This is an optimization exercise on Yosys and OpenROAD, whose aim is small area, a short achievable clock period and few clock cycles per item, not a production implementation. Function was not checked in any run shown here: the RTL went through the layout flow alone.

==> flow/design.v (outline; a module is shown in full before it is edited, if it fits) <==
// module apbRegs: 65 lines
// module frameSequencer: 119 lines
// module chromaUpsampler: 65 lines
// module chromaFilter: 502 lines
// module colourConverter: 2308 lines
// module lumaMultiple: 295 lines
// module rgbWriter: 38 lines
// module colourTop: 119 lines
module colourTop (
	input logic CLOCK_50_I,
	input logic resetn,
	input logic [3:0] paddr,
	input logic psel,
	input logic penable,
	input logic pwrite,
	input logic [31:0] pwdata,
	output logic [31:0] prdata,
	output logic pready,
	output logic pslverr,
	output logic memRdEn,
	output colourPkg::addr_t memRdAddr,
	input colourPkg::word_t memRdData,
	output logic memWrEn,
	output colourPkg::addr_t memWrAddr,
	output colourPkg::word_t memWrData
);
  // ...
==> flow/flow/run.sh <==
#!/bin/bash
set -e
bash standard.sh finish SETUP_SLACK_MARGIN=5.6 > standard.log 2>&1
==> flow/standard.sh <==
#!/bin/bash
# synth_recipe.tcl (not shown) runs the flow's synth.tcl, then flattens the netlist and writes it again
# the make line also repeats each setting of config.mk as NAME=value (left out here)
make -C /OpenROAD-flow-scripts/flow DESIGN_CONFIG=/design/flow/config.mk WORK_HOME=/design/flow/orfs CLKGATE_MAP_FILE= SYNTH_SCRIPT=/design/flow/synth_recipe.tcl "${@:-finish}"
==> flow/config.mk <==
export PLATFORM = sky130hd
export DESIGN_NAME = colourTop
export DESIGN_NICKNAME = colourTop
export VERILOG_FILES = /design/flow/design.v
export SDC_FILE = /design/flow/constraint.sdc
export NUM_CORES = 4
export LEC_CHECK = 0
export CAP_MARGIN = 20
export CORE_MARGIN = 2
export CORE_UTILIZATION = 40
export CTS_CLUSTER_DIAMETER = 80
export CTS_CLUSTER_SIZE = 28
export PLACE_DENSITY = 0.6
export SETUP_SLACK_MARGIN = 5.0
export SLEW_MARGIN = 20
==> flow/constraint.sdc <==
create_clock -name core_clock -period 9.0 [get_ports {CLOCK_50_I}]
set_input_delay 1.8000 -clock core_clock [delete_from_list [all_inputs] [get_ports {CLOCK_50_I}]]
set_output_delay 1.8000 -clock core_clock [all_outputs]
set_load 0.01 [all_outputs]
==> results_dict.tcl, run 1 <==
set metrics [dict create \
    drt_iter0_drc 755 \
    grtUsageTotal_pct 17.4 \
    dpl_cell_area_mm2 0.0271 \
    worstHoldEndpoint "writer.b2[4]" \
    crit_chain "fa_1 > inv_2 > ha_4 > and3_4 > a221o_1 > o211a_1 > a311o_1 > o31a_1 > or4_4 > a31o_1 > o21a_4 > o41ai_4 > a21boi_2" \
    wl_met2_mm 27.3 \
    cpLargestDelayFamily "compound AO/OA/AOI/OAI gates" \
    path_class "flip-flop to flip-flop" \
    syn_area_per_cell_um2 10.6 \
    seq_share_pct 37.4 \
    holdBufCountCts 0 \
    rsz0062_at_grt "yes" \
    clock.fmax_mhz 258 \
    grt.busiest_layer "met2" \
    yosys.area_share.xor_xnor_pct 5.92 \
    status "no timing/DRC/antenna violations" \
    worst_pin_slew_ps 1060 \
    antenna_found_initial 0 \
    async_reset_ff_share_pct 4.58 \
    synth-edff-count 116 \
    grt_pass1_vias 17259 \
    synth-seq-area-share_pct 43.0 \
    crit_end "csc.bPart[24]" \
    postLayoutCellArea_mm2 0.0294 \
    die_area_mm2 0.0652 \
    whs_path_depth 0 \
    tns_ps 0 \
    n_all_inverters 333 \
    ios 145 \
    multi_input_area_share_pct 46.2 \
    dr_wl_met3_mm 1.36 \
    die_w_um 255 \
    skew_ps 45.3 \
]
==> module frameSequencer, before the edit <==
module frameSequencer (
	input logic CLOCK_50_I,
	input logic resetn,
	input logic start,
	output logic [2:0] ph,              
	output logic memRdEn,
	output colourPkg::addr_t memRdAddr,
	output logic rxLoad,                
	output logic rxFirst,
	output logic rxClamp,
	output logic rxOdd,
	output logic wrValid,
	output logic wrRowLast,
	output logic lastValid,
	output logic rowDone,
	output logic frameDone
);
	localparam int PairsPerRow = 160;
	localparam int Pairs = 38400;
	localparam int UBase = 38400;
	localparam int VBase = 57600;
	logic run;
	logic pro;                          
	logic [7:0] k;                      
	logic [15:0] yAddr;                 
	colourPkg::addr_t uAddr;            
	logic slotEnd;
	logic lastSlot;
	logic rowLast;
	logic clampK;
	logic incC;
	logic uvRead;
	logic rxValid, rxRowLast, rxFrameLast;
	logic wrFrameLast;
	logic endValid, endRowLast, endFrameLast;
	logic lastRowLast, lastFrameLast;
	colourPkg::addr_t rdAddrNext;
	logic rdEnNext;
	colourPkg::addr_t uAddrNext;
	assign slotEnd = ph[2];
	assign lastSlot = yAddr == 16'(Pairs - 1);
	assign rowLast = k == 8'(PairsPerRow - 1);
	assign clampK = k >= 8'(PairsPerRow - 3);
	assign incC = (~k[0] & (k <= 8'(PairsPerRow - 6) | k == 8'(PairsPerRow - 2))) | rowLast;
	assign uvRead = ~(clampK & ~rowLast) & ~lastSlot;
	assign uAddrNext = start ? colourPkg::addr_t'(UBase) : (slotEnd & run & incC) ? uAddr + 1'b1 : uAddr;
	always_comb begin
		if (start) begin
			rdAddrNext = colourPkg::addr_t'(UBase);
			rdEnNext = 1'b1;
		end else if (ph[2]) begin
			rdAddrNext = uAddrNext;
			rdEnNext = run & ~(lastSlot & ~pro);
		end else if (ph[0]) begin
			rdAddrNext = uAddr + colourPkg::addr_t'(VBase - UBase);
			rdEnNext = run & (pro | uvRead);
		end else begin
			rdAddrNext = colourPkg::addr_t'(yAddr);
			rdEnNext = run & ~pro;
		end
	end
	always_ff @(posedge CLOCK_50_I or negedge resetn) begin
		if (!resetn) begin
			ph <= 3'b001;
			run <= 1'b0;
			pro <= 1'b0;
			rxValid <= 1'b0;
			wrValid <= 1'b0;
			lastValid <= 1'b0;
			endValid <= 1'b0;
			memRdEn <= 1'b0;
		end else begin
			ph <= {ph[1:0], ph[2]};
			memRdEn <= rdEnNext;
			if (slotEnd) begin
				rxValid <= run & ~pro;
				wrValid <= rxValid;
				lastValid <= wrValid;
				endValid <= lastValid;
				pro <= 1'b0;
				if (lastSlot & ~pro)
					run <= 1'b0;
			end
			if (start) begin
				ph <= 3'b001;
				run <= 1'b1;
				pro <= 1'b1;
			end
		end
	end
	always_ff @(posedge CLOCK_50_I) begin
		memRdAddr <= rdAddrNext;
		uAddr <= uAddrNext;
		if (slotEnd) begin
			if (run & ~pro) begin
				k <= rowLast ? 8'd0 : k + 8'd1;
				yAddr <= yAddr + 16'd1;
			end
			rxLoad <= pro | rowLast;
			rxFirst <= ~pro & (k == 8'd0);
			rxClamp <= clampK;
			rxOdd <= k[0];
			rxRowLast <= rowLast;
			rxFrameLast <= lastSlot;
			wrRowLast <= rxRowLast;
			wrFrameLast <= rxFrameLast;
			lastRowLast <= wrRowLast;
			lastFrameLast <= wrFrameLast;
			endRowLast <= lastRowLast;
			endFrameLast <= lastFrameLast;
		end
		if (start) begin
			k <= 8'd0;
			yAddr <= 16'd0;
		end
	end
	assign rowDone = endValid & endRowLast & ph[0];
	assign frameDone = endValid & endFrameLast & ph[0];
endmodule
==> module chromaUpsampler, before the edit <==
module chromaUpsampler (
	input logic CLOCK_50_I,
	input logic [2:0] ph,
	input colourPkg::word_t word,       
	input logic load,
	input logic first,
	input logic clamp,
	input logic odd,
	input logic rowEnd,                 
	output colourPkg::sample_t cu,
	output logic [9:0] cu3,             
	output colourPkg::sample_t cv,
	output logic [9:0] cv3              
);
	colourPkg::sample_t a [5];          
	colourPkg::sample_t b [5];
	colourPkg::sample_t t [6];
	logic [8:0] p, q, r;
	colourPkg::sample_t f;
	colourPkg::sample_t uOdd, vOdd;
	colourPkg::sample_t cuNext, cvNext;
	always_comb begin
		t[0] = a[0];
		t[1] = a[1];
		t[2] = a[2];
		t[3] = a[3];
		t[4] = first ? word[15:8] : a[4];
		t[5] = clamp ? a[4] : (odd ? word[15:8] : word[7:0]);
	end
	always_ff @(posedge CLOCK_50_I) begin
		if (!ph[2]) begin
			for (int i = 0; i < 5; i++)
				a[i] <= b[i];
			if (load) begin
				b[0] <= word[15:8];
				b[1] <= word[15:8];
				b[2] <= word[15:8];
				b[3] <= word[7:0];
			end else begin
				for (int i = 0; i < 4; i++)
					b[i] <= t[i+1];
			end
			b[4] <= t[5];
		end
		p <= {1'b0, t[0]} + {1'b0, t[5]};
		q <= {1'b0, t[2]} + {1'b0, t[3]};
		r <= {1'b0, t[1]} + {1'b0, t[4]};
		if (ph[2])
			uOdd <= f;
		vOdd <= f;                      
		cu <= cuNext;
		cu3 <= {2'b00, cuNext} + {1'b0, cuNext, 1'b0};
		cv <= cvNext;
		cv3 <= {2'b00, cvNext} + {1'b0, cvNext, 1'b0};
	end
	assign cuNext = ph[0] ? (rowEnd ? a[4] : a[1]) : uOdd;
	assign cvNext = ph[0] ? (rowEnd ? b[4] : b[1]) : vOdd;
	chromaFilter filt (
		.CLOCK_50_I(CLOCK_50_I),
		.p(p),
		.q(q),
		.r(r),
		.f(f)
	);
endmodule
==> module chromaFilter, before the edit <==
module chromaFilter (
	input logic CLOCK_50_I,
	input logic [8:0] p,       
	input logic [8:0] q,       
	input logic [8:0] r,       
	output colourPkg::sample_t f
);
	logic [9:0] rowA, rowB, rowANext, rowBNext;
	logic carry, carryNext;
	logic [10:1] acc;           
	logic f_1;
	logic f_2;
	logic f_3;
	logic f_4;
	logic f_5;
	logic f_6;
	logic f_7;
	logic f_8;
	logic f_9;
	logic f_10;
	logic f_11;
	logic f_12;
	logic f_13;
	logic f_14;
	logic f_15;
	logic f_16;
	logic f_17;
	logic f_18;
	logic f_19;
	logic f_20;
	logic f_21;
	logic f_22;
	logic f_23;
	logic f_24;
	logic f_25;
	logic f_26;
	logic f_27;
	logic f_28;
	logic f_29;
	logic f_30;
	logic f_31;
	logic f_32;
	logic f_33;
	logic f_34;
	logic f_35;
	logic f_36;
	logic f_37;
	logic f_38;
	logic f_39;
	logic f_40;
	logic f_41;
	logic f_42;
	logic f_43;
	logic f_44;
	logic f_45;
	logic f_46;
	logic f_47;
	logic f_48;
	logic f_49;
	logic f_50;
	logic f_51;
	logic f_52;
	logic f_53;
	logic f_54;
	logic f_55;
	logic f_56;
	logic f_57;
	logic f_58;
	logic f_59;
	logic f_60;
	logic f_61;
	logic f_62;
	logic f_63;
	logic f_64;
	logic f_65;
	logic f_66;
	logic f_67;
	logic f_68;
	logic f_69;
	logic f_70;
	logic f_71;
	logic f_72;
	logic f_73;
	logic f_74;
	logic f_75;
	logic f_76;
	logic f_77;
	logic f_78;
	logic f_79;
	logic f_80;
	logic f_81;
	logic f_82;
	logic f_83;
	logic f_84;
	logic f_85;
	logic f_86;
	logic f_87;
	logic f_88;
	logic f_89;
	logic f_90;
	logic f_91;
	logic f_92;
	logic f_93;
	logic f_94;
	logic f_95;
	logic f_96;
	logic f_97;
	logic f_98;
	logic f_99;
	logic f_100;
	logic f_101;
	logic f_102;
	logic f_103;
	logic f_104;
	logic f_105;
	logic f_106;
	logic f_107;
	logic f_108;
	logic f_109;
	logic f_110;
	logic f_111;
	logic f_112;
	logic f_113;
	logic f_114;
	logic f_115;
	logic f_116;
	logic f_117;
	logic f_118;
	logic f_119;
	logic f_120;
	logic f_121;
	logic f_122;
	logic f_123;
	logic f_124;
	logic f_125;
	logic f_126;
	logic f_127;
	logic f_128;
	logic f_129;
	logic f_130;
	logic f_131;
	logic f_132;
	logic f_133;
	logic f_134;
	logic f_135;
	logic f_136;
	logic f_137;
	logic f_138;
	logic f_139;
	logic f_140;
	logic f_141;
	logic f_142;
	logic f_143;
	logic f_144;
	logic f_145;
	logic f_146;
	logic f_147;
	logic f_148;
	logic f_149;
	logic f_150;
	logic f_151;
	logic f_152;
	logic f_153;
	logic f_154;
	logic f_155;
	logic f_156;
	logic f_157;
	logic f_158;
	logic f_159;
	logic f_160;
	logic f_161;
	logic f_162;
	logic f_163;
	logic f_164;
	logic f_165;
	logic f_166;
	logic f_167;
	logic f_168;
	logic f_169;
	logic f_170;
	logic f_171;
	logic f_172;
	logic f_173;
	logic f_174;
	logic f_175;
	logic f_176;
	logic f_177;
	logic f_178;
	logic f_179;
	logic f_180;
	logic f_181;
	logic f_182;
	logic f_183;
	logic f_184;
	logic f_185;
	logic f_186;
	logic f_187;
	logic f_188;
	logic f_189;
	logic f_190;
	logic f_191;
	logic f_192;
	logic f_193;
	logic f_194;
	logic f_195;
	logic f_196;
	logic f_197;
	logic f_198;
	logic f_199;
	logic f_200;
	logic f_201;
	logic f_202;
	logic f_203;
	logic f_204;
	logic f_205;
	logic f_206;
	logic f_207;
	logic f_208;
	logic f_209;
	logic f_210;
	logic f_211;
	logic f_212;
	logic f_213;
	logic f_214;
	logic f_215;
	logic f_216;
	logic f_217;
	logic f_218;
	logic f_219;
	logic f_220;
	logic f_221;
	logic f_222;
	logic f_223;
	logic f_224;
	logic f_225;
	logic f_226;
	logic f_227;
	logic f_228;
	logic f_229;
	logic f_230;
	logic f_231;
	logic f_232;
	logic f_233;
	logic f_234;
	logic f_235;
	logic f_236;
	assign f_1 = ~p[7];
	assign f_2 = p[7];
	assign f_3 = p[8] ^ p[6];
	assign f_4 = p[8] & p[6];
	assign f_5 = p[5] ^ p[3];
	assign f_6 = p[5] & p[3];
	assign f_7 = ~(p[6] ^ p[4]);
	assign f_8 = p[6] | p[4];
	assign f_9 = p[2] ^ ~q[6] ^ q[1];
	assign f_10 = (p[2] & ~q[6]) | (p[2] & q[1]) | (~q[6] & q[1]);
	assign f_11 = p[5] ^ p[3] ^ ~q[7];
	assign f_12 = (p[5] & p[3]) | (p[5] & ~q[7]) | (p[3] & ~q[7]);
	assign f_13 = q[2] ^ q[0] ^ ~r[5];
	assign f_14 = (q[2] & q[0]) | (q[2] & ~r[5]) | (q[0] & ~r[5]);
	assign f_15 = r[3] ^ ~r[1];
	assign f_16 = r[3] & ~r[1];
	assign f_17 = p[4] ^ ~q[8] ^ q[3];
	assign f_18 = (p[4] & ~q[8]) | (p[4] & q[3]) | (~q[8] & q[3]);
	assign f_19 = q[1] ^ ~r[6] ^ r[4];
	assign f_20 = (q[1] & ~r[6]) | (q[1] & r[4]) | (~r[6] & r[4]);
	assign f_21 = ~r[2] ^ f_3 ^ f_2;
	assign f_22 = (~r[2] & f_3) | (~r[2] & f_2) | (f_3 & f_2);
	assign f_23 = ~(p[7] ^ p[5]);
	assign f_24 = p[7] | p[5];
	assign f_25 = q[4] ^ q[2] ^ ~r[7];
	assign f_26 = (q[4] & q[2]) | (q[4] & ~r[7]) | (q[2] & ~r[7]);
	assign f_27 = r[5] ^ ~r[3] ^ f_4;
	assign f_28 = (r[5] & ~r[3]) | (r[5] & f_4) | (~r[3] & f_4);
	assign f_29 = ~(p[8] ^ p[6]);
	assign f_30 = p[8] | p[6];
	assign f_31 = q[5] ^ q[3] ^ ~r[8];
	assign f_32 = (q[5] & q[3]) | (q[5] & ~r[8]) | (q[3] & ~r[8]);
	assign f_33 = r[6] ^ ~r[4];
	assign f_34 = r[6] & ~r[4];
	assign f_35 = p[7] ^ q[6] ^ q[4];
	assign f_36 = (p[7] & q[6]) | (p[7] & q[4]) | (q[6] & q[4]);
	assign f_37 = ~p[8];
	assign f_38 = p[8];
	assign f_39 = ~p[2];
	assign f_40 = p[2];
	assign f_41 = p[3] ^ p[1];
	assign f_42 = p[3] & p[1];
	assign f_43 = p[4] ^ p[2] ^ p[0];
	assign f_44 = (p[4] & p[2]) | (p[4] & p[0]) | (p[2] & p[0]);
	assign f_45 = ~q[4] ^ ~r[2];
	assign f_46 = ~q[4] & ~r[2];
	assign f_47 = p[1] ^ ~q[5] ^ q[0];
	assign f_48 = (p[1] & ~q[5]) | (p[1] & q[0]) | (~q[5] & q[0]);
	assign f_49 = ~r[3] ^ r[1] ^ f_5;
	assign f_50 = (~r[3] & r[1]) | (~r[3] & f_5) | (r[1] & f_5);
	assign f_51 = ~r[4] ^ r[2] ^ ~r[0];
	assign f_52 = (~r[4] & r[2]) | (~r[4] & ~r[0]) | (r[2] & ~r[0]);
	assign f_53 = f_7 ^ f_9 ^ f_6;
	assign f_54 = (f_7 & f_9) | (f_7 & f_6) | (f_9 & f_6);
	assign f_55 = f_1 ^ f_11 ^ f_13;
	assign f_56 = (f_1 & f_11) | (f_1 & f_13) | (f_11 & f_13);
	assign f_57 = f_15 ^ f_8 ^ f_10;
	assign f_58 = (f_15 & f_8) | (f_15 & f_10) | (f_8 & f_10);
	assign f_59 = f_17 ^ f_19 ^ f_21;
	assign f_60 = (f_17 & f_19) | (f_17 & f_21) | (f_19 & f_21);
	assign f_61 = f_12 ^ f_14 ^ f_16;
	assign f_62 = (f_12 & f_14) | (f_12 & f_16) | (f_14 & f_16);
	assign f_63 = f_23 ^ f_25 ^ f_27;
	assign f_64 = (f_23 & f_25) | (f_23 & f_27) | (f_25 & f_27);
	assign f_65 = f_18 ^ f_20 ^ f_22;
	assign f_66 = (f_18 & f_20) | (f_18 & f_22) | (f_20 & f_22);
	assign f_67 = f_29 ^ f_31 ^ f_33;
	assign f_68 = (f_29 & f_31) | (f_29 & f_33) | (f_31 & f_33);
	assign f_69 = f_24 ^ f_26 ^ f_28;
	assign f_70 = (f_24 & f_26) | (f_24 & f_28) | (f_26 & f_28);
	assign f_71 = r[7] ^ ~r[5] ^ f_35;
	assign f_72 = (r[7] & ~r[5]) | (r[7] & f_35) | (~r[5] & f_35);
	assign f_73 = f_30 ^ f_32 ^ f_34;
	assign f_74 = (f_30 & f_32) | (f_30 & f_34) | (f_32 & f_34);
	assign f_75 = q[7] ^ q[5] ^ r[8];
	assign f_76 = (q[7] & q[5]) | (q[7] & r[8]) | (q[5] & r[8]);
	assign f_77 = ~r[6] ^ f_37 ^ f_36;
	assign f_78 = (~r[6] & f_37) | (~r[6] & f_36) | (f_37 & f_36);
	assign f_79 = ~(q[8] ^ q[6]);
	assign f_80 = q[8] | q[6];
	assign f_81 = ~r[7] ^ f_38;
	assign f_82 = ~r[7] & f_38;
	assign f_83 = ~q[7];
	assign f_84 = q[7];
	assign f_85 = p[0] ^ ~q[2];
	assign f_86 = p[0] & ~q[2];
	assign f_87 = ~q[3] ^ ~r[1] ^ f_41;
	assign f_88 = (~q[3] & ~r[1]) | (~q[3] & f_41) | (~r[1] & f_41);
	assign f_89 = r[0] ^ f_43 ^ f_45;
	assign f_90 = (r[0] & f_43) | (r[0] & f_45) | (f_43 & f_45);
	assign f_91 = f_47 ^ f_49 ^ f_44;
	assign f_92 = (f_47 & f_49) | (f_47 & f_44) | (f_49 & f_44);
	assign f_93 = f_51 ^ f_53 ^ f_48;
	assign f_94 = (f_51 & f_53) | (f_51 & f_48) | (f_53 & f_48);
	assign f_95 = f_55 ^ f_57 ^ f_52;
	assign f_96 = (f_55 & f_57) | (f_55 & f_52) | (f_57 & f_52);
	assign f_97 = f_59 ^ f_61 ^ f_56;
	assign f_98 = (f_59 & f_61) | (f_59 & f_56) | (f_61 & f_56);
	assign f_99 = f_63 ^ f_65 ^ f_60;
	assign f_100 = (f_63 & f_65) | (f_63 & f_60) | (f_65 & f_60);
	assign f_101 = f_67 ^ f_69 ^ f_64;
	assign f_102 = (f_67 & f_69) | (f_67 & f_64) | (f_69 & f_64);
	assign f_103 = f_71 ^ f_73 ^ f_68;
	assign f_104 = (f_71 & f_73) | (f_71 & f_68) | (f_73 & f_68);
	assign f_105 = f_75 ^ f_77 ^ f_72;
	assign f_106 = (f_75 & f_77) | (f_75 & f_72) | (f_77 & f_72);
	assign f_107 = f_79 ^ f_81 ^ f_76;
	assign f_108 = (f_79 & f_81) | (f_79 & f_76) | (f_81 & f_76);
	assign f_109 = ~r[8] ^ f_83 ^ f_80;
	assign f_110 = (~r[8] & f_83) | (~r[8] & f_80) | (f_83 & f_80);
	assign f_111 = ~p[0];
	assign f_112 = p[0];
	assign f_113 = p[1] ^ ~q[1];
	assign f_114 = p[1] & ~q[1];
	assign f_115 = ~r[0] ^ f_39 ^ f_85;
	assign f_116 = (~r[0] & f_39) | (~r[0] & f_85) | (f_39 & f_85);
	assign f_117 = f_40 ^ f_87 ^ f_86;
	assign f_118 = (f_40 & f_87) | (f_40 & f_86) | (f_87 & f_86);
	assign f_119 = f_42 ^ f_89 ^ f_88;
	assign f_120 = (f_42 & f_89) | (f_42 & f_88) | (f_89 & f_88);
	assign f_121 = f_46 ^ f_91 ^ f_90;
	assign f_122 = (f_46 & f_91) | (f_46 & f_90) | (f_91 & f_90);
	assign f_123 = f_50 ^ f_93 ^ f_92;
	assign f_124 = (f_50 & f_93) | (f_50 & f_92) | (f_93 & f_92);
	assign f_125 = f_54 ^ f_95 ^ f_94;
	assign f_126 = (f_54 & f_95) | (f_54 & f_94) | (f_95 & f_94);
	assign f_127 = f_58 ^ f_97 ^ f_96;
	assign f_128 = (f_58 & f_97) | (f_58 & f_96) | (f_97 & f_96);
	assign f_129 = f_62 ^ f_99 ^ f_98;
	assign f_130 = (f_62 & f_99) | (f_62 & f_98) | (f_99 & f_98);
	assign f_131 = f_66 ^ f_101 ^ f_100;
	assign f_132 = (f_66 & f_101) | (f_66 & f_100) | (f_101 & f_100);
	assign f_133 = f_70 ^ f_103 ^ f_102;
	assign f_134 = (f_70 & f_103) | (f_70 & f_102) | (f_103 & f_102);
	assign f_135 = f_74 ^ f_105 ^ f_104;
	assign f_136 = (f_74 & f_105) | (f_74 & f_104) | (f_105 & f_104);
	assign f_137 = f_78 ^ f_107 ^ f_106;
	assign f_138 = (f_78 & f_107) | (f_78 & f_106) | (f_107 & f_106);
	assign f_139 = f_82 ^ f_109 ^ f_108;
	assign f_140 = (f_82 & f_109) | (f_82 & f_108) | (f_109 & f_108);
	assign f_141 = q[8] ^ f_84 ^ f_110;
	assign f_142 = (q[8] & f_84) | (q[8] & f_110) | (f_84 & f_110);
	assign f_143 = ~q[0] & f_111;
	assign f_144 = ~q[0] ^ f_111;
	assign f_145 = f_113 & f_112;
	assign f_146 = f_113 ^ f_112;
	assign f_147 = f_115 & f_114;
	assign f_148 = f_115 ^ f_114;
	assign f_149 = f_117 & f_116;
	assign f_150 = f_117 ^ f_116;
	assign f_151 = f_119 & f_118;
	assign f_152 = f_119 ^ f_118;
	assign f_153 = f_121 & f_120;
	assign f_154 = f_121 ^ f_120;
	assign f_155 = f_123 & f_122;
	assign f_156 = f_123 ^ f_122;
	assign f_157 = f_125 & f_124;
	assign f_158 = f_125 ^ f_124;
	assign f_159 = f_145 | (f_146 & f_143);
	assign f_160 = f_146 & f_144;
	assign f_161 = f_149 | (f_150 & f_147);
	assign f_162 = f_150 & f_148;
	assign f_163 = f_153 | (f_154 & f_151);
	assign f_164 = f_154 & f_152;
	assign f_165 = f_157 | (f_158 & f_155);
	assign f_166 = f_158 & f_156;
	assign f_167 = f_147 | (f_148 & f_159);
	assign f_168 = f_148 & f_160;
	assign f_169 = f_161 | (f_162 & f_159);
	assign f_170 = f_162 & f_160;
	assign f_171 = f_155 | (f_156 & f_163);
	assign f_172 = f_156 & f_164;
	assign f_173 = f_165 | (f_166 & f_163);
	assign f_174 = f_166 & f_164;
	assign f_175 = f_151 | (f_152 & f_169);
	assign f_176 = f_152 & f_170;
	assign f_177 = f_163 | (f_164 & f_169);
	assign f_178 = f_164 & f_170;
	assign f_179 = f_171 | (f_172 & f_169);
	assign f_180 = f_172 & f_170;
	assign f_181 = f_173 | (f_174 & f_169);
	assign f_182 = f_174 & f_170;
	assign rowANext = {1'b1, 1'b1, f_141, f_139, f_137, f_135, f_133, f_131, f_129, f_127};
	assign rowBNext = {1'b0, f_142, f_140, f_138, f_136, f_134, f_132, f_130, f_128, f_126};
	assign carryNext = f_181;
	always_ff @(posedge CLOCK_50_I) begin
		rowA <= rowANext;
		rowB <= rowBNext;
		carry <= carryNext;
	end
	assign f_183 = carry & carry;
	assign f_184 = carry ^ carry;
	assign f_185 = rowA[0] & rowB[0];
	assign f_186 = rowA[0] ^ rowB[0];
	assign f_187 = rowA[1] & rowB[1];
	assign f_188 = rowA[1] ^ rowB[1];
	assign f_189 = rowA[2] & rowB[2];
	assign f_190 = rowA[2] ^ rowB[2];
	assign f_191 = rowA[3] & rowB[3];
	assign f_192 = rowA[3] ^ rowB[3];
	assign f_193 = rowA[4] & rowB[4];
	assign f_194 = rowA[4] ^ rowB[4];
	assign f_195 = rowA[5] & rowB[5];
	assign f_196 = rowA[5] ^ rowB[5];
	assign f_197 = rowA[6] & rowB[6];
	assign f_198 = rowA[6] ^ rowB[6];
	assign f_199 = rowA[7] & rowB[7];
	assign f_200 = rowA[7] ^ rowB[7];
	assign f_201 = 1'b1 & rowB[8];
	assign f_202 = 1'b1 ^ rowB[8];
	assign f_203 = f_185 | (f_186 & f_183);
	assign f_204 = f_186 & f_184;
	assign f_205 = f_189 | (f_190 & f_187);
	assign f_206 = f_190 & f_188;
	assign f_207 = f_193 | (f_194 & f_191);
	assign f_208 = f_194 & f_192;
	assign f_209 = f_197 | (f_198 & f_195);
	assign f_210 = f_198 & f_196;
	assign f_211 = f_201 | (f_202 & f_199);
	assign f_212 = f_202 & f_200;
	assign f_213 = f_187 | (f_188 & f_203);
	assign f_214 = f_188 & f_204;
	assign f_215 = f_205 | (f_206 & f_203);
	assign f_216 = f_206 & f_204;
	assign f_217 = f_195 | (f_196 & f_207);
	assign f_218 = f_196 & f_208;
	assign f_219 = f_209 | (f_210 & f_207);
	assign f_220 = f_210 & f_208;
	assign f_221 = 1'b1 & f_211;
	assign f_222 = 1'b1 & f_212;
	assign f_223 = f_191 | (f_192 & f_215);
	assign f_224 = f_192 & f_216;
	assign f_225 = f_207 | (f_208 & f_215);
	assign f_226 = f_208 & f_216;
	assign f_227 = f_217 | (f_218 & f_215);
	assign f_228 = f_218 & f_216;
	assign f_229 = f_219 | (f_220 & f_215);
	assign f_230 = f_220 & f_216;
	assign f_231 = f_199 | (f_200 & f_229);
	assign f_232 = f_200 & f_230;
	assign f_233 = f_211 | (f_212 & f_229);
	assign f_234 = f_212 & f_230;
	assign f_235 = f_221 | (f_222 & f_229);
	assign f_236 = f_222 & f_230;
	assign acc[1] = f_186 ^ f_183;
	assign acc[2] = f_188 ^ f_203;
	assign acc[3] = f_190 ^ f_213;
	assign acc[4] = f_192 ^ f_215;
	assign acc[5] = f_194 ^ f_223;
	assign acc[6] = f_196 ^ f_225;
	assign acc[7] = f_198 ^ f_227;
	assign acc[8] = f_200 ^ f_229;
	assign acc[9] = f_202 ^ f_231;
	assign acc[10] = 1'b1 ^ f_233;
	assign f = acc[10] ? 8'd0 : (acc[9] ? 8'd255 : acc[8:1]);
endmodule
==> module rgbWriter, before the edit <==
module rgbWriter (
	input logic CLOCK_50_I,
	input logic resetn,
	input logic start,
	input logic [2:0] ph,
	input logic wrValid,
	input logic lastValid,
	input colourPkg::sample_t r,        
	input colourPkg::sample_t g,
	input colourPkg::sample_t b,
	output logic memWrEn,
	output colourPkg::addr_t memWrAddr,
	output colourPkg::word_t memWrData
);
	localparam int FirstAddr = 76800 - 13;
	colourPkg::sample_t r1, g1, b1;
	colourPkg::sample_t g2, b2;
	always_ff @(posedge CLOCK_50_I or negedge resetn) begin
		if (!resetn)
			memWrEn <= 1'b0;
		else
			memWrEn <= lastValid;
	end
	always_ff @(posedge CLOCK_50_I) begin
		r1 <= r;
		g1 <= g;
		b1 <= b;
		g2 <= g1;
		b2 <= b1;
		memWrAddr <= start ? colourPkg::addr_t'(FirstAddr) : memWrAddr + 1'b1;
		if (ph[0])
			memWrData <= {r1, g1};          
		else if (ph[1])
			memWrData <= {b2, r1};          
		else
			memWrData <= {g2, b2};          
	end
endmodule
==> module colourTop, before the edit <==
module colourTop (
	input logic CLOCK_50_I,
	input logic resetn,
	input logic [3:0] paddr,
	input logic psel,
	input logic penable,
	input logic pwrite,
	input logic [31:0] pwdata,
	output logic [31:0] prdata,
	output logic pready,
	output logic pslverr,
	output logic memRdEn,
	output colourPkg::addr_t memRdAddr,
	input colourPkg::word_t memRdData,
	output logic memWrEn,
	output colourPkg::addr_t memWrAddr,
	output colourPkg::word_t memWrData
);
	logic start;
	logic busy;
	logic [2:0] ph;
	logic rxLoad, rxFirst, rxClamp, rxOdd;
	logic wrValid, wrRowLast, lastValid, rowDone, frameDone;
	colourPkg::word_t rdWord;
	colourPkg::sample_t yEvenHeld, yOddHeld;
	colourPkg::sample_t pixY, pixU, pixV;
	logic [9:0] pixU3, pixV3;
	colourPkg::sample_t yNext;
	logic [19:0] y2687;
	logic [19:0] pixY2687;
	colourPkg::sample_t pixR, pixG, pixB;
	apbRegs regs (
		.CLOCK_50_I(CLOCK_50_I),
		.resetn(resetn),
		.paddr(paddr),
		.psel(psel),
		.penable(penable),
		.pwrite(pwrite),
		.pwdata(pwdata),
		.prdata(prdata),
		.pready(pready),
		.pslverr(pslverr),
		.start(start),
		.frameDone(frameDone),
		.rowDone(rowDone),
		.busy(busy)
	);
	frameSequencer seq (
		.CLOCK_50_I(CLOCK_50_I),
		.resetn(resetn),
		.start(start),
		.ph(ph),
		.memRdEn(memRdEn),
		.memRdAddr(memRdAddr),
		.rxLoad(rxLoad),
		.rxFirst(rxFirst),
		.rxClamp(rxClamp),
		.rxOdd(rxOdd),
		.wrValid(wrValid),
		.wrRowLast(wrRowLast),
		.lastValid(lastValid),
		.rowDone(rowDone),
		.frameDone(frameDone)
	);
	always_ff @(posedge CLOCK_50_I) begin
		rdWord <= memRdData;
		if (ph[2]) begin
			yEvenHeld <= rdWord[15:8];
			yOddHeld <= rdWord[7:0];
		end
		pixY <= yNext;
		pixY2687 <= y2687;
	end
	assign yNext = ph[1] ? yEvenHeld : yOddHeld;
	lumaMultiple ym (
		.y(yNext),
		.p(y2687)
	);
	chromaUpsampler ups (
		.CLOCK_50_I(CLOCK_50_I),
		.ph(ph),
		.word(rdWord),
		.load(rxLoad),
		.first(rxFirst),
		.clamp(rxClamp),
		.odd(rxOdd),
		.rowEnd(wrRowLast),
		.cu(pixU),
		.cu3(pixU3),
		.cv(pixV),
		.cv3(pixV3)
	);
	colourConverter csc (
		.CLOCK_50_I(CLOCK_50_I),
		.cu(pixU),
		.cu3(pixU3),
		.cv(pixV),
		.cv3(pixV3),
		.y(pixY),
		.y2687(pixY2687),
		.r(pixR),
		.g(pixG),
		.b(pixB)
	);
	rgbWriter writer (
		.CLOCK_50_I(CLOCK_50_I),
		.resetn(resetn),
		.start(start),
		.ph(ph),
		.wrValid(wrValid),
		.lastValid(lastValid),
		.r(pixR),
		.g(pixG),
		.b(pixB),
		.memWrEn(memWrEn),
		.memWrAddr(memWrAddr),
		.memWrData(memWrData)
	);
endmodule
==> inputs of run 2 (changes only) <==
--- a/flow/design.v
+++ b/flow/design.v
@@ -92,7 +92,6 @@
 	output logic rxClamp,
 	output logic rxOdd,
 	output logic wrValid,
-	output logic wrRowLast,
 	output logic lastValid,
 	output logic rowDone,
 	output logic frameDone
@@ -113,8 +112,7 @@
 	logic incC;
 	logic uvRead;
 	logic rxValid, rxRowLast, rxFrameLast;
-	logic wrFrameLast;
-	logic endValid, endRowLast, endFrameLast;
+	logic wrRowLast, wrFrameLast;
 	logic lastRowLast, lastFrameLast;
 	colourPkg::addr_t rdAddrNext;
 	logic rdEnNext;
@@ -149,7 +147,6 @@
 			rxValid <= 1'b0;
 			wrValid <= 1'b0;
 			lastValid <= 1'b0;
-			endValid <= 1'b0;
 			memRdEn <= 1'b0;
 		end else begin
 			ph <= {ph[1:0], ph[2]};
@@ -158,7 +155,6 @@
 				rxValid <= run & ~pro;
 				wrValid <= rxValid;
 				lastValid <= wrValid;
-				endValid <= lastValid;
 				pro <= 1'b0;
 				if (lastSlot & ~pro)
 					run <= 1'b0;
@@ -188,16 +184,14 @@
 			wrFrameLast <= rxFrameLast;
 			lastRowLast <= wrRowLast;
 			lastFrameLast <= wrFrameLast;
-			endRowLast <= lastRowLast;
-			endFrameLast <= lastFrameLast;
 		end
 		if (start) begin
 			k <= 8'd0;
 			yAddr <= 16'd0;
 		end
 	end
-	assign rowDone = endValid & endRowLast & ph[0];
-	assign frameDone = endValid & endFrameLast & ph[0];
+	assign rowDone = lastValid & lastRowLast & ph[1];
+	assign frameDone = lastValid & lastFrameLast & ph[1];
 endmodule
 `default_nettype wire
 `timescale 1ns/1ps
@@ -210,7 +204,6 @@
 	input logic first,
 	input logic clamp,
 	input logic odd,
-	input logic rowEnd,                 
 	output colourPkg::sample_t cu,
 	output logic [9:0] cu3,             
 	output colourPkg::sample_t cv,
@@ -221,7 +214,8 @@
 	colourPkg::sample_t t [6];
 	logic [8:0] p, q, r;
 	colourPkg::sample_t f;
-	colourPkg::sample_t uOdd, vOdd;
+	logic [9:0] f3;
+	colourPkg::sample_t uOdd;
 	colourPkg::sample_t cuNext, cvNext;
 	always_comb begin
 		t[0] = a[0];
@@ -249,22 +243,21 @@
 		p <= {1'b0, t[0]} + {1'b0, t[5]};
 		q <= {1'b0, t[2]} + {1'b0, t[3]};
 		r <= {1'b0, t[1]} + {1'b0, t[4]};
-		if (ph[2])
-			uOdd <= f;
-		vOdd <= f;                      
+		uOdd <= f;                      
 		cu <= cuNext;
 		cu3 <= {2'b00, cuNext} + {1'b0, cuNext, 1'b0};
 		cv <= cvNext;
-		cv3 <= {2'b00, cvNext} + {1'b0, cvNext, 1'b0};
+		cv3 <= ph[1] ? {2'b00, a[2]} + {1'b0, a[2], 1'b0} : f3;
 	end
-	assign cuNext = ph[0] ? (rowEnd ? a[4] : a[1]) : uOdd;
-	assign cvNext = ph[0] ? (rowEnd ? b[4] : b[1]) : vOdd;
+	assign cuNext = ph[1] ? (load ? b[4] : b[1]) : uOdd;
+	assign cvNext = ph[1] ? a[2] : f;
 	chromaFilter filt (
 		.CLOCK_50_I(CLOCK_50_I),
 		.p(p),
 		.q(q),
 		.r(r),
-		.f(f)
+		.f(f),
+		.f3(f3)
 	);
 endmodule
 module chromaFilter (
@@ -272,11 +265,13 @@
 	input logic [8:0] p,       
 	input logic [8:0] q,       
 	input logic [8:0] r,       
-	output colourPkg::sample_t f
+	output colourPkg::sample_t f,
+	output logic [9:0] f3       
 );
 	logic [9:0] rowA, rowB, rowANext, rowBNext;
 	logic carry, carryNext;
 	logic [10:1] acc;           
+	logic [9:0] x3;
 	logic f_1;
 	logic f_2;
 	logic f_3;
@@ -513,6 +508,108 @@
 	logic f_234;
 	logic f_235;
 	logic f_236;
+	logic g_1;
+	logic g_2;
+	logic g_3;
+	logic g_4;
+	logic g_5;
+	logic g_6;
+	logic g_7;
+	logic g_8;
+	logic g_9;
+	logic g_10;
+	logic g_11;
+	logic g_12;
+	logic g_13;
+	logic g_14;
+	logic g_15;
+	logic g_16;
+	logic g_17;
+	logic g_18;
+	logic g_19;
+	logic g_20;
+	logic g_21;
+	logic g_22;
+	logic g_23;
+	logic g_24;
+	logic g_25;
+	logic g_26;
+	logic g_27;
+	logic g_28;
+	logic g_29;
+	logic g_30;
+	logic g_31;
+	logic g_32;
+	logic g_33;
+	logic g_34;
+	logic g_35;
+	logic g_36;
+	logic g_37;
+	logic g_38;
+	logic g_39;
+	logic g_40;
+	logic g_41;
+	logic g_42;
+	logic g_43;
+	logic g_44;
+	logic g_45;
+	logic g_46;
+	logic g_47;
+	logic g_48;
+	logic g_49;
+	logic g_50;
+	logic g_51;
+	logic g_52;
+	logic g_53;
+	logic g_54;
+	logic g_55;
+	logic g_56;
+	logic g_57;
+	logic g_58;
+	logic g_59;
+	logic g_60;
+	logic g_61;
+	logic g_62;
+	logic g_63;
+	logic g_64;
+	logic g_65;
+	logic g_66;
+	logic g_67;
+	logic g_68;
+	logic g_69;
+	logic g_70;
+	logic g_71;
+	logic g_72;
+	logic g_73;
+	logic g_74;
+	logic g_75;
+	logic g_76;
+	logic g_77;
+	logic g_78;
+	logic g_79;
+	logic g_80;
+	logic g_81;
+	logic g_82;
+	logic g_83;
+	logic g_84;
+	logic g_85;
+	logic g_86;
+	logic g_87;
+	logic g_88;
+	logic g_89;
+	logic g_90;
+	logic g_91;
+	logic g_92;
+	logic g_93;
+	logic g_94;
+	logic g_95;
+	logic g_96;
+	logic g_97;
+	logic g_98;
+	logic g_99;
+	logic g_100;
+	logic g_101;
+	logic g_102;
 	assign f_1 = ~p[7];
 	assign f_2 = p[7];
 	assign f_3 = p[8] ^ p[6];
@@ -767,7 +864,120 @@
 	assign acc[8] = f_200 ^ f_229;
 	assign acc[9] = f_202 ^ f_231;
 	assign acc[10] = 1'b1 ^ f_233;
+	assign g_1 = rowA[1] ^ rowB[1];
+	assign g_2 = rowA[1] & rowB[1];
+	assign g_3 = rowA[2] ^ rowB[2];
+	assign g_4 = rowA[2] & rowB[2];
+	assign g_5 = rowA[3] ^ rowB[3];
+	assign g_6 = rowA[3] & rowB[3];
+	assign g_7 = rowA[4] ^ rowB[4];
+	assign g_8 = rowA[4] & rowB[4];
+	assign g_9 = rowA[5] ^ rowB[5];
+	assign g_10 = rowA[5] & rowB[5];
+	assign g_11 = rowA[6] ^ rowB[6];
+	assign g_12 = rowA[6] & rowB[6];
+	assign g_13 = rowA[7] ^ rowB[7];
+	assign g_14 = rowA[7] & rowB[7];
+	assign g_15 = ~rowB[8];
+	assign g_16 = rowB[8];
+	assign g_17 = carry ^ rowA[0];
+	assign g_18 = carry & rowA[0];
+	assign g_19 = rowA[1] ^ rowB[1] ^ g_3;
+	assign g_20 = (rowA[1] & rowB[1]) | (rowA[1] & g_3) | (rowB[1] & g_3);
+	assign g_21 = rowA[2] ^ rowB[2] ^ g_5;
+	assign g_22 = (rowA[2] & rowB[2]) | (rowA[2] & g_5) | (rowB[2] & g_5);
+	assign g_23 = rowA[3] ^ rowB[3] ^ g_7;
+	assign g_24 = (rowA[3] & rowB[3]) | (rowA[3] & g_7) | (rowB[3] & g_7);
+	assign g_25 = rowA[4] ^ rowB[4] ^ g_9;
+	assign g_26 = (rowA[4] & rowB[4]) | (rowA[4] & g_9) | (rowB[4] & g_9);
+	assign g_27 = rowA[5] ^ rowB[5] ^ g_11;
+	assign g_28 = (rowA[5] & rowB[5]) | (rowA[5] & g_11) | (rowB[5] & g_11);
+	assign g_29 = rowA[6] ^ rowB[6] ^ g_13;
+	assign g_30 = (rowA[6] & rowB[6]) | (rowA[6] & g_13) | (rowB[6] & g_13);
+	assign g_31 = rowA[7] ^ rowB[7] ^ g_15;
+	assign g_32 = (rowA[7] & rowB[7]) | (rowA[7] & g_15) | (rowB[7] & g_15);
+	assign g_33 = carry ^ rowA[0];
+	assign g_34 = carry & rowA[0];
+	assign g_35 = rowB[0] ^ g_1 ^ g_17;
+	assign g_36 = (rowB[0] & g_1) | (rowB[0] & g_17) | (g_1 & g_17);
+	assign g_37 = g_2 ^ g_19 ^ g_18;
+	assign g_38 = (g_2 & g_19) | (g_2 & g_18) | (g_19 & g_18);
+	assign g_39 = g_4 ^ g_21 ^ g_20;
+	assign g_40 = (g_4 & g_21) | (g_4 & g_20) | (g_21 & g_20);
+	assign g_41 = g_6 ^ g_23 ^ g_22;
+	assign g_42 = (g_6 & g_23) | (g_6 & g_22) | (g_23 & g_22);
+	assign g_43 = g_8 ^ g_25 ^ g_24;
+	assign g_44 = (g_8 & g_25) | (g_8 & g_24) | (g_25 & g_24);
+	assign g_45 = g_10 ^ g_27 ^ g_26;
+	assign g_46 = (g_10 & g_27) | (g_10 & g_26) | (g_27 & g_26);
+	assign g_47 = g_12 ^ g_29 ^ g_28;
+	assign g_48 = (g_12 & g_29) | (g_12 & g_28) | (g_29 & g_28);
+	assign g_49 = g_14 ^ g_31 ^ g_30;
+	assign g_50 = (g_14 & g_31) | (g_14 & g_30) | (g_31 & g_30);
+	assign g_51 = rowB[8] ^ g_16 ^ g_32;
+	assign g_52 = (rowB[8] & g_16) | (rowB[8] & g_32) | (g_16 & g_32);
+	assign g_53 = rowB[0] & g_33;
+	assign g_54 = rowB[0] ^ g_33;
+	assign g_55 = g_35 & g_34;
+	assign g_56 = g_35 ^ g_34;
+	assign g_57 = g_37 & g_36;
+	assign g_58 = g_37 ^ g_36;
+	assign g_59 = g_39 & g_38;
+	assign g_60 = g_39 ^ g_38;
+	assign g_61 = g_41 & g_40;
+	assign g_62 = g_41 ^ g_40;
+	assign g_63 = g_43 & g_42;
+	assign g_64 = g_43 ^ g_42;
+	assign g_65 = g_45 & g_44;
+	assign g_66 = g_45 ^ g_44;
+	assign g_67 = g_47 & g_46;
+	assign g_68 = g_47 ^ g_46;
+	assign g_69 = g_49 & g_48;
+	assign g_70 = g_49 ^ g_48;
+	assign g_71 = g_51 & g_50;
+	assign g_72 = g_51 ^ g_50;
+	assign g_73 = g_55 | (g_56 & g_53);
+	assign g_74 = g_56 & g_54;
+	assign g_75 = g_59 | (g_60 & g_57);
+	assign g_76 = g_60 & g_58;
+	assign g_77 = g_63 | (g_64 & g_61);
+	assign g_78 = g_64 & g_62;
+	assign g_79 = g_67 | (g_68 & g_65);
+	assign g_80 = g_68 & g_66;
+	assign g_81 = g_71 | (g_72 & g_69);
+	assign g_82 = g_72 & g_70;
+	assign g_83 = g_57 | (g_58 & g_73);
+	assign g_84 = g_58 & g_74;
+	assign g_85 = g_75 | (g_76 & g_73);
+	assign g_86 = g_76 & g_74;
+	assign g_87 = g_65 | (g_66 & g_77);
+	assign g_88 = g_66 & g_78;
+	assign g_89 = g_79 | (g_80 & g_77);
+	assign g_90 = g_80 & g_78;
+	assign g_91 = g_61 | (g_62 & g_85);
+	assign g_92 = g_62 & g_86;
+	assign g_93 = g_77 | (g_78 & g_85);
+	assign g_94 = g_78 & g_86;
+	assign g_95 = g_87 | (g_88 & g_85);
+	assign g_96 = g_88 & g_86;
+	assign g_97 = g_89 | (g_90 & g_85);
+	assign g_98 = g_90 & g_86;
+	assign g_99 = g_69 | (g_70 & g_97);
+	assign g_100 = g_70 & g_98;
+	assign g_101 = g_81 | (g_82 & g_97);
+	assign g_102 = g_82 & g_98;
+	assign x3[0] = g_54;
+	assign x3[1] = g_56 ^ g_53;
+	assign x3[2] = g_58 ^ g_73;
+	assign x3[3] = g_60 ^ g_83;
+	assign x3[4] = g_62 ^ g_85;
+	assign x3[5] = g_64 ^ g_91;
+	assign x3[6] = g_66 ^ g_93;
+	assign x3[7] = g_68 ^ g_95;
+	assign x3[8] = g_70 ^ g_97;
+	assign x3[9] = g_72 ^ g_99;
 	assign f = acc[10] ? 8'd0 : (acc[9] ? 8'd255 : acc[8:1]);
+	assign f3 = acc[10] ? 10'd0 : (acc[9] ? 10'd765 : x3);
 endmodule
 `default_nettype wire
 `timescale 1ns/1ps
@@ -3390,30 +3600,38 @@
 	input colourPkg::sample_t b,
 	output logic memWrEn,
 	output colourPkg::addr_t memWrAddr,
-	output colourPkg::word_t memWrData
+	output colourPkg::word_t memWrData      
 );
-	localparam int FirstAddr = 76800 - 13;
+	localparam int FirstAddr = 76800 - 11;
 	colourPkg::sample_t r1, g1, b1;
-	colourPkg::sample_t g2, b2;
+	colourPkg::sample_t r2, g2, b2;
+	colourPkg::sample_t b3;
+	logic word0, word1;                 
 	always_ff @(posedge CLOCK_50_I or negedge resetn) begin
 		if (!resetn)
 			memWrEn <= 1'b0;
 		else
-			memWrEn <= lastValid;
+			memWrEn <= ph[0] ? lastValid : wrValid;
 	end
 	always_ff @(posedge CLOCK_50_I) begin
 		r1 <= r;
 		g1 <= g;
 		b1 <= b;
+		r2 <= r1;
 		g2 <= g1;
 		b2 <= b1;
+		b3 <= b2;
 		memWrAddr <= start ? colourPkg::addr_t'(FirstAddr) : memWrAddr + 1'b1;
-		if (ph[0])
-			memWrData <= {r1, g1};          
-		else if (ph[1])
-			memWrData <= {b2, r1};          
+		word0 <= ph[1] & wrValid;
+		word1 <= ph[2] & wrValid;
+	end
+	always_comb begin
+		if (word0)
+			memWrData = {r2, g2};           
+		else if (word1)
+			memWrData = {b3, r1};           
 		else
-			memWrData <= {g2, b2};          
+			memWrData = {g2, b2};           
 	end
 endmodule
 `default_nettype wire
@@ -3441,9 +3659,9 @@
 	logic busy;
 	logic [2:0] ph;
 	logic rxLoad, rxFirst, rxClamp, rxOdd;
-	logic wrValid, wrRowLast, lastValid, rowDone, frameDone;
+	logic wrValid, lastValid, rowDone, frameDone;
 	colourPkg::word_t rdWord;
-	colourPkg::sample_t yEvenHeld, yOddHeld;
+	colourPkg::sample_t yOddHeld;
 	colourPkg::sample_t pixY, pixU, pixV;
 	logic [9:0] pixU3, pixV3;
 	colourPkg::sample_t yNext;
@@ -3478,21 +3696,18 @@
 		.rxClamp(rxClamp),
 		.rxOdd(rxOdd),
 		.wrValid(wrValid),
-		.wrRowLast(wrRowLast),
 		.lastValid(lastValid),
 		.rowDone(rowDone),
 		.frameDone(frameDone)
 	);
 	always_ff @(posedge CLOCK_50_I) begin
 		rdWord <= memRdData;
-		if (ph[2]) begin
-			yEvenHeld <= rdWord[15:8];
+		if (ph[2])
 			yOddHeld <= rdWord[7:0];
-		end
 		pixY <= yNext;
 		pixY2687 <= y2687;
 	end
-	assign yNext = ph[1] ? yEvenHeld : yOddHeld;
+	assign yNext = ph[2] ? rdWord[15:8] : yOddHeld;
 	lumaMultiple ym (
 		.y(yNext),
 		.p(y2687)
@@ -3505,7 +3720,6 @@
 		.first(rxFirst),
 		.clamp(rxClamp),
 		.odd(rxOdd),
-		.rowEnd(wrRowLast),
 		.cu(pixU),
 		.cu3(pixU3),
 		.cv(pixV),
==> run 2 against run 1 <==
Clock skew down 6.2 ps; flip-flop and latch count down 17.
==> results_dict.tcl, run 2 <==
set metrics [dict create \
    holdBufCountCts 0 \
    status "no timing/DRC/antenna violations" \
    crit_start "ups.filt.rowB[2]" \
    reg2reg_depth 16 \
    synthTopCellsByArea "dfxtp_1, ha_1, fa_1, edfxtp_1, inv_1" \
    gp_congestion 0.856 \
    synth_fa_ha_area_share_pct 25.1 \
    synth_mux_area_share_pct 2.80 \
    ant_nets 0 \
    numPortBuffers 88 \
    min-delay-start "writer.b1[7]" \
    syn_inst 2426 \
    htreeDepth 1 \
    rows 92 \
    die_h_um 257 \
    antenna_found_initial 1 \
    area_delta_synth_final_pct 16.1 \
    synth_top_cells_by_count "dfxtp_1, inv_1, ha_1" \
    crit_end "ups.cv3[8]" \
    yosysMostFrequentCell "dfxtp_1" \
    drtPass1Iterations 5 \
    antennaDiodeCount 0 \
    r2r-end "ups.cv3[8]" \
    slew_headroom_pct 31.4 \
    clock.fmax_mhz 240 \
    setup_viol 0 \
    drt_iter0_drc 765 \
    r2r_start "ups.filt.rowB[2]" \
    cp_data_arrival_time_ps 4710 \
    synthSimpleGateAreaFrac_pct 8.76 \
    yosys.area_share.xor_xnor_pct 6.19 \
    numCtsBuffers 31 \
    min-delay-path-class "flip-flop to flip-flop" \
    crit_fanout 3 \
    synth-edff-count 98 \
    cts_buffer_depth 3 \
    yosysTopAreaCell "dfxtp_1" \
    coreArea_mm2 0.0632 \
    grt_pass1_vias 17773 \
    die_w_um 257 \
    insertion_delay_ps 630 \
    ys_warn_count 10 \
    cp.required_ps 9550 \
    detailroute.via_count 17153 \
    ios 145 \
    nets 3051 \
    skew_ps 39.1 \
    drc_errors 0 \
    cap_viol_max_count 0 \
    dpl_cell_area_mm2 0.0275 \
    worst_pin_slew_ps 1030 \
    hold_viol 0 \
    ys_seq_elements 463 \
    final.min_clock_period_ps 4160 \
    syn_area_per_cell_um2 10.6 \
    yosysUniqueCellTypes 70 \
    synth_area_mm2 0.0256 \
    grt_pass1_wl_mm 94.0 \
    synth-seq-area-share_pct 40.4 \
    clkSlewWorstSetupHoldPaths_ps 90 \
    cts_tree "yes" \
    synth_flop_cell "dfxtp_1" \
    drive_gt1_share_pct 11.8 \
    r2r_setup_slack_ps 4840 \
    grtUsageTotal_pct 17.7 \
    postLayoutCellArea_mm2 0.0297 \
    path_class "flip-flop to flip-flop" \
    gr-total-overflow 0 \
    synth_compound_area_share_pct 10.3 \
    clock-sinks 463 \
    tns_ps 0 \
    rsz0062_at_grt "yes" \
    final_common_cell "inv_1" \
    cp-start-kind "flip-flop" \
    start_util_pct 40.5 \
    dp_hpwl_mm 45.1 \
    fin_crit_sh_pct 46.2 \
    avgViaCountPerCell 4.99 \
    die_area_mm2 0.0661 \
    async_reset_ff_share_pct 4.54 \
    slew_violations 0 \
    wl_per_cell_um 17.3 \
    top_regs "ups.a x40, ups.b x40, csc.bPart x24" \
    wl_mm 59.6 \
    final_cell_mix "inv_1, dfxtp_1, ha_1" \
    end_kind "flip-flop" \
    grt_max_degree 81 \
    synth_top_family_by_area "adder cells" \
    yosysTopAreaCellShare_pct 26.9 \
    cts_root_buf "clkbuf_16" \
]
## run 2: kinds of logic (layout without fill, tap and decap cells)
kind of cell	after synthesis	in the layout
mux	69	69
compound gates	417	417
fa+ha+maj	423	423
simple gates	466	466
buf+inv	405	549
other cells	2	25
xor+xnor	181	182
flops	463	463
## run 2: what timing repair did
action	in CTS	in global routing
pin swaps	18	34
setup buffers	35	25
cloned	3	1
gates resized for setup	165	78
endpoints found under the setup margin	114	87
## run 2: worst min path at each step
stage	end	slack, ps	cells past startpoint
after detailed placement	writer.g2[3]	310	0
after global routing	writer.b2[7]	340	0
after CTS	writer.g2[3]	330	0
final	writer.b2[7]	330	0
after global placement	writer.b2[4]	310	0
after floorplan	writer.b2[0]	310	0
## run 2: stage by stage
step | std cells | util (%) | hold WS [ps] | worst slack (ps)
CTS | 3414 | 46.3 | 334 | 4790
global route | 3440 | 47.0 | 340 | 4700
finish | 3440 | 47.0 | 333 | 4840
floorplan | 2449 | - | 310 | 5000
detailed placement | 3320 | 43.6 | 312 | 4660
global placement | 3320 | 43.6 | 314 | 4730
## run 2: per-layer routing
| metal | vias up | share of wire (%) | global-route usage, % |
|---|---|---|---|
| met5 | - | 0 | 0 |
| met4 | 0 | 2.0 | 3.78 |
| met3 | 72 | 2.7 | 1.65 |
| met2 | 242 | 50 | 31.6 |
| met1 | 8444 | 46 | 23.3 |
| li1 | 8395 | - | - |
## run 2: area by class of cell
cell class,instances,area (um2)
Clock buffer,33,783
Clock inverter,23,379
Fill cell,5739,33500
Inverter,335,1270
Multi-Input combinational cell,1582,14200
Sequential cell,463,10400
Tap cell,846,1060
Timing Repair Buffer,158,1560
## run 2: worst max-delay path: stages, from the launching register on
cell	delay, ps
dfxtp_4	360
ha_4	270
inv_2	30
fa_1	470
fa_1	580
inv_1	50
ha_1	290
nor2b_4	130
o21ai_2	130
a21boi_1	80
o21a_1	190
o21a_1	200
o21ai_2	130
nor2b_4	150
fa_2	430
or4_1	520
o21ai_1	90
==> inputs of run 3 (changes only) <==
==> flow/run.sh (new file) <==
#!/bin/bash
# synth_recipe.tcl (not shown) runs the flow's synth.tcl, then flattens the netlist and writes it again
# the make line also repeats each setting of config.mk as NAME=value (left out here)
make -C /OpenROAD-flow-scripts/flow DESIGN_CONFIG=/design/flow/config.mk WORK_HOME=/design/flow/orfs CLKGATE_MAP_FILE= SYNTH_SCRIPT=/design/flow/synth_recipe.tcl finish
removed: flow/flow/run.sh
removed: flow/standard.sh
==> run 3 against run 2 <==
Die area stayed put; wire length decreased by 3.6%; area after synthesis is the same.
==> results_dict.tcl, run 3 <==
set metrics [dict create \
    status "no timing/DRC/antenna violations" \
    final.min_clock_period_ps 4080 \
    htreeDepth 1 \
    fin_crit_sh_pct 45.3 \
    worst_pin_slew_ps 1030 \
    synthSimpleGateAreaFrac_pct 8.76 \
    crit_slowest_cell "fa_1" \
    cts_tree "yes" \
    synth-seq-area-share_pct 40.4 \
    min-delay-start "writer.b1[6]" \
    rows 92 \
    insertion_delay_ps 610 \
    r2r_setup_slack_ps 4920 \
    critPathMaxStageDelay_ps 600 \
    syn_area_per_cell_um2 10.6 \
    dp_hpwl_mm 45.3 \
    reg2reg_depth 16 \
    coreArea_mm2 0.0632 \
    ys_seq_elements 463 \
    final_cell_mix "dfxtp_1, inv_1, ha_1" \
    antennaDiodeCount 0 \
    dpl_cell_area_mm2 0.0274 \
    ant_nets 0 \
    cpLargestDelayFamily "adder cells" \
    tns_ps 0 \
    gr-total-overflow 0 \
    nets 2994 \
    yosysTopAreaCellShare_pct 26.9 \
    die_w_um 257 \
    clock.fmax_mhz 245 \
    wl_mm 57.5 \
    numCtsBuffers 29 \
    crit_start "ups.filt.rowB[2]" \
    crit_chain "ha_4 > inv_2 > fa_1 > fa_1 > inv_2 > ha_4 > nor2b_4 > o21ai_2 > a21boi_1 > o21a_1 > o21a_1 > o21ai_1 > nor2b_4 > fa_1 > or4_4 > o21ai_2" \
    cts_buffer_depth 3 \
    synth_compound_area_share_pct 10.3 \
    yosys.area_share.xor_xnor_pct 6.19 \
    die_h_um 257 \
    end_kind "flip-flop" \
    cap_viol_max_count 0 \
    synth_flop_cell "dfxtp_1" \
    numPortBuffers 88 \
    grt_max_degree 81 \
    clock-sinks 463 \
    drtPass1Iterations 5 \
    detailroute.via_count 16939 \
    cp.required_ps 9530 \
    crit_buf_inv 2 \
    path_class "flip-flop to flip-flop" \
    grtUsageTotal_pct 17.4 \
    ios 145 \
    min-delay-path-class "flip-flop to flip-flop" \
    skew_ps 28.3 \
    gp_congestion 0.866 \
    synth_fa_ha_area_share_pct 25.1 \
    drt_iter0_drc 816 \
    top_regs "ups.a x40, ups.b x40, csc.bPart x24" \
    wl_per_cell_um 17.0 \
    yosysTopAreaCell "dfxtp_1" \
    cp_num_cells 16 \
    start_util_pct 40.5 \
    crit_path_frequent_cell "fa_1" \
    syn_inst 2426 \
    async_reset_ff_share_pct 4.54 \
    grt_pass1_vias 17598 \
    synth-edff-count 98 \
    rsz0062_at_grt "yes" \
    drc_errors 0 \
    synth_area_mm2 0.0256 \
    cts_root_buf "clkbuf_16" \
    synth_top_cells_by_count "dfxtp_1, inv_1, ha_1" \
    synth_top_family_by_area "adder cells" \
    antenna_found_initial 1 \
    synthTopCellsByArea "dfxtp_1, ha_1, fa_1, edfxtp_1, inv_1" \
    yosysUniqueCellTypes 70 \
    postLayoutCellArea_mm2 0.0287 \
    ys_warn_count 10 \
    clkSlewWorstSetupHoldPaths_ps 100 \
    synth_mux_area_share_pct 2.80 \
    drive_gt1_share_pct 5.84 \
    grt_pass1_wl_mm 92.3 \
    hold_viol 0 \
    holdBufCountCts 0 \
    r2r-end "ups.cv3[8]" \
    r2r_start "ups.filt.rowB[2]" \
    setup_viol 0 \
    crit_end "ups.cv3[8]" \
    yosysMostFrequentCell "dfxtp_1" \
    area_delta_synth_final_pct 11.9 \
    slew_headroom_pct 31.3 \
    cp-start-kind "flip-flop" \
    slew_violations 0 \
    final_common_cell "dfxtp_1" \
    die_area_mm2 0.0661 \
    crit_fanout 3 \
    cp_data_arrival_time_ps 4610 \
    avgViaCountPerCell 5.01 \
]
run 3: cells by family (layout without fill, tap and decap cells):
| kind of cell | after synthesis | in the layout |
|---|---|---|
| adder cells (fa/ha/maj) | 423 | 423 |
| AND/OR/NAND/NOR | 466 | 466 |
| multiplexers | 69 | 69 |
| AO/OA/AOI/OAI | 417 | 417 |
| flip-flops | 463 | 463 |
| XOR/XNOR | 181 | 181 |
| buffers and inverters | 405 | 492 |
| other | 2 | 25 |
run 3: how the worst min path moves through the flow:
stage | end | cells past startpoint | slack (ps)
after floorplan | writer.b2[0] | 0 | 310
after global placement | writer.b2[5] | 0 | 310
after detailed placement | writer.b2[0] | 0 | 310
after CTS | writer.b2[6] | 0 | 330
after global routing | writer.g2[4] | 0 | 340
final | writer.b2[6] | 0 | 330
run 3: what timing repair did:
action | CTS | global route
endpoints found under the setup margin | 24 | 21
buffers inserted | 6 | 3
gates resized for setup | 12 | 26
pin swaps | 12 | 12
run 3: worst register-to-register path, delay by kind of cell (launching register included):
kind / cells / cell delay, ps
buffers and inverters: 2 / 100
AOI/OAI and AO/OA: 6 / 800
adders and majority gates: 5 / 1970
DFF: 1 / 340
and+or+nand+nor: 3 / 840
run 3: layer usage:
layer  part of all wire [%]  global-route usage, %
met1                     46                   22.8
met2                     48                   30.3
met3                    3.5                   2.11
met4                    2.6                   4.89
met5                      0                      0
run 3: cell type report:
cell class | instances | area [um2]
clock inverters | 21 | 340
clock buffers | 32 | 757
inverters | 335 | 1260
fillers | 5839 | 34500
well taps | 846 | 1060
multi-input cells | 1581 | 13900
flip-flops and latches | 463 | 10400
repair buffers | 104 | 1020
run 3: metrics by stage:
step                setup slack (ps)  instances  util [%]  hold WS [ps]
floorplan                       4990       2449         -           310
global placement                4680       3320      43.3           313
detailed placement              4570       3320      43.3           312
CTS                             4790       3379      45.1           334
global route                    4730       3382      45.4           339
finish                          4920       3382      45.4           331

==> re-timing with driven ports <==
No port has a modelled driver above. Below, the same layouts with a new extraction and two added sets of constraints. Step 1 assumes that a clkbuf_16 drives the clock port and a buf_2 every other input. Step 2 adds t to the input delays and takes it off the output delays; t is the mean of the earliest and latest rising clock arrival at the registers after step 1. Input paths then give back, and output paths get back, about the clock's delay inside the block. a / b / c = ideal ports / drivers / drivers and shift; a / b = the first two.
run | t (ns) | setup slack, ns | worst slew at a driven data input, ns
run 1 | 0.659 | 5.129 / 5.129 / 5.129 | 0.04
run 2 | 0.666 | 4.839 / 4.839 / 4.839 | 0.04
run 3 | 0.656 | 4.921 / 4.921 / 4.709 | 0.04
After both steps every run listed still meets setup and hold. For run 3, which loses most, drivers alone change the setup slack by 0.000 ns; drivers and shift together by -0.212 ns.
